Context: an optimization exercise on an open-source flow, tuned for small area, a short achievable clock period and few clock cycles. The choices shown serve that exercise and are no tape-out recipe. Only simulation tests tie the RTL to the original design; equivalence was not proved. Power is estimated from default activity; no workload was simulated.

violet:
Design cd_stat_accum, start of the top module:
module cd_stat_accum
#(
   parameter int I_TILE = 64,
   parameter int H_TILE = 64,
   parameter int AW     = $clog2(I_TILE * H_TILE)
) (
   input  logic          clk,
   input  logic          rst,
   input  logic          clear,
   input  logic          v_valid,
   output logic          v_ready,
   input  logic [15:0]   v_data,
   input  logic          v_phase,
   input  logic          h_valid,
   output logic          h_ready,
   input  logic [15:0]   h_data,
   input  logic          h_last,
   output logic [AW-1:0] acc_rd_addr,
   output logic          acc_rd_bank,
   input  logic [31:0]   acc_rd_data,
   output logic [AW-1:0] acc_wr_addr,
   output logic [31:0]   acc_wr_data,
   output logic [1:0]    acc_wr_we,
   output logic          busy,
   output logic          done,
   output logic          sat_flag
);
Size in the first run: ~140 I/O pins, about 0.035 mm2 of cells after synthesis.
==> flow/config.mk <==
export PLATFORM = sky130hd
export DESIGN_NAME = cd_stat_accum
export DESIGN_NICKNAME = cd_stat_accum
export VERILOG_FILES = /design/flow/design.v
export SDC_FILE = /design/flow/constraint.sdc
export NUM_CORES = 4
export LEC_CHECK = 0
export CAP_MARGIN = 20
export CORE_MARGIN = 2
export CORE_UTILIZATION = 40
export CTS_BUF_LIST = sky130_fd_sc_hd__clkbuf_8 sky130_fd_sc_hd__clkbuf_16
export CTS_CLUSTER_DIAMETER = 100
export CTS_CLUSTER_SIZE = 30
export SLEW_MARGIN = 20
export SETUP_SLACK_MARGIN = 6.85
==> flow/constraint.sdc <==
create_clock -name core_clock -period 10.0 [get_ports {clk}]
set_input_delay 2.0000 -clock core_clock [delete_from_list [all_inputs] [get_ports {clk}]]
set_output_delay 2.0000 -clock core_clock [all_outputs]
set_load 0.01 [all_outputs]
standard.sh (not shown) runs the stock make flow with config.mk's settings and CLKGATE_MAP_FILE= SYNTH_SCRIPT=/design/flow/synth_recipe.tcl, a recipe that flattens the netlist after the stock synthesis.
==> flow/flow/run.sh <==
#!/bin/bash
# Standard layout, with the timing repair steps asked for extra setup slack.
set -e
cp standard.sh standard_sh.txt
cp config.mk config_orig.mk
echo "export SETUP_SLACK_MARGIN = 6.85" >> config.mk
bash standard.sh > standard.log 2>&1
Testbench counts of violet, summed over its fixed seeds: cycles 294,972.
Setup changes, violet to ember
--- a/flow/design.v
+++ b/flow/design.v
@@ -620,23 +620,23 @@
    logic [5:0]    vi_q;        
    logic          load_q;      
    logic          fused_q;     
    logic          row_q;       
    logic          ld_q;        
    logic          drain_q;     
    logic [7:0]    one_q, two_q, neg_q;    
    logic          hq_v, hq_last;
    logic          phase_q;
    logic [1023:0] ring;
    logic          vrdy_q, hrdy_q, busy_q, done_q, sat_q;
-   logic          v1, v2, ph1, ph2, l1, l2, l3, clr2;
+   logic          v1, v2, ph1, ph2, l1, l2, l3;
    logic [24:0]   s1, c1;
    logic          cin1;
    logic [24:0]   inc_q;
    logic [31:0]   rd_q;
    logic [31:0]   wd_q;
    logic [1:0]    we_q;
    logic [AW-1:0] wa_q;
    assign v_ready     = vrdy_q;
    assign h_ready     = hrdy_q;
    assign busy        = busy_q;
    assign done        = done_q;
@@ -780,59 +780,58 @@
       .v    (ring[15:0]),
       .one  (one_q),
       .two  (two_q),
       .neg  (neg_q),
       .s_hi (s0),
       .c_hi (c0),
       .cin  (cin0)
    );
    logic [24:0] lo;
    logic [7:0]  m_hi, hi_p, hi_m, r_hi;
    logic        up, dn, ovf;
-   logic [31:0] res;
+   logic [31:0] res, cval;
    assign lo   = {1'b0, rd_q[23:0]} + {1'b0, inc_q[23:0]};
    assign m_hi = rd_q[31:24];
    assign hi_p = m_hi + 8'd1;
    assign hi_m = m_hi - 8'd1;
    assign up   = lo[24] & ~inc_q[24];
    assign dn   = ~lo[24] & inc_q[24];
    assign r_hi = up ? hi_p : (dn ? hi_m : m_hi);
    assign ovf  = (up & (m_hi == 8'h7F)) | (dn & (m_hi == 8'h80));
-   assign res  = ovf ? {m_hi[7], {31{~m_hi[7]}}} : {r_hi, lo[23:0]};
+   assign cval = clr ? 32'd0 : {m_hi[7], {31{~m_hi[7]}}};
+   assign res  = (ovf | clr) ? cval : {r_hi, lo[23:0]};
    logic [24:0] inc_d;
    logic        inc_co;
    add25 u_inc (.a(s1), .b(c1), .ci(cin1), .s(inc_d), .co(inc_co));
    always_ff @(posedge clk) begin
       s1    <= s0;
       c1    <= c0;
       cin1  <= cin0;
-      inc_q <= clr ? 25'd0 : inc_d;
-      rd_q  <= clr ? 32'd0 : acc_rd_data;
+      inc_q <= inc_d;
+      rd_q  <= acc_rd_data;
       wd_q  <= res;
    end
    always_ff @(posedge clk) begin
       if (rst) begin
          v1   <= 1'b0;
          v2   <= 1'b0;
          ph1  <= 1'b0;
          ph2  <= 1'b0;
          l1   <= 1'b0;
          l2   <= 1'b0;
          l3   <= 1'b0;
          we_q <= 2'b00;
          wa_q <= '0;
-         clr2 <= 1'b0;
       end else begin
          v1   <= op0;
          ph1  <= phase_q;
          l1   <= last_op;
          v2   <= v1;
          ph2  <= ph1;
          l2   <= l1;
          l3   <= l2;
-         clr2 <= clr & ~done_q;
-         if (clr & ~done_q) we_q <= (we_q[0] & (wa_q == {AW{1'b1}})) ? 2'b00 : {2{clr2}};
+         if (clr & ~done_q) we_q <= (we_q[0] & (wa_q == {AW{1'b1}})) ? 2'b00 : 2'b11;
          else                we_q <= v2 ? (ph2 ? 2'b10 : 2'b01) : 2'b00;
          wa_q <= wa_q + {{(AW-1){1'b0}}, |we_q};
       end
    end
 endmodule
### Flow results
Between ember and violet, the later-pin clock latency in the skew report figures differ only marginally. Re buffer count excluding the clock tree in the final layout: ember is about 10% down on violet. On upper clock frequency limit: ember sits below violet. Lower core area was reported by ember, not violet. met5 as the uppermost metal layer occupied by signal nets was reported by violet, and met4 by ember. | power | higher: violet |.
Testbench counts of ember, summed over its fixed seeds: cycles 294,972.

==> port drivers added, routing unchanged <==
How much do the figures lean on ideal ports? The routed layouts below were timed once more, with nothing changed but the port constraints.
Step 1, drivers: a clkbuf_16 drives clk and a buf_2 each remaining input, both assumed.
Step 2 times the ports against the registers' clock, not the clock port: input delays grow and output delays shrink by t, the midpoint of the rising clock arrivals with the driver on.
Slacks: ideal / step 1 / step 2; pairs: ideal / step 1.
run | t (ns) | setup WS [ns] | latest minus earliest clock arrival (ns) | pins driven straight from the clock port
violet | 0.684 | 6.880 / 6.813 / 6.340 | 0.035 / 0.035 | 1
ember | 0.679 | 6.835 / 6.796 / 6.366 | 0.024 / 0.024 | 1
After both steps every run listed still meets setup and hold. The setup slack of violet, which loses most, moves by -0.067 ns with the drivers and by -0.540 ns with both steps.
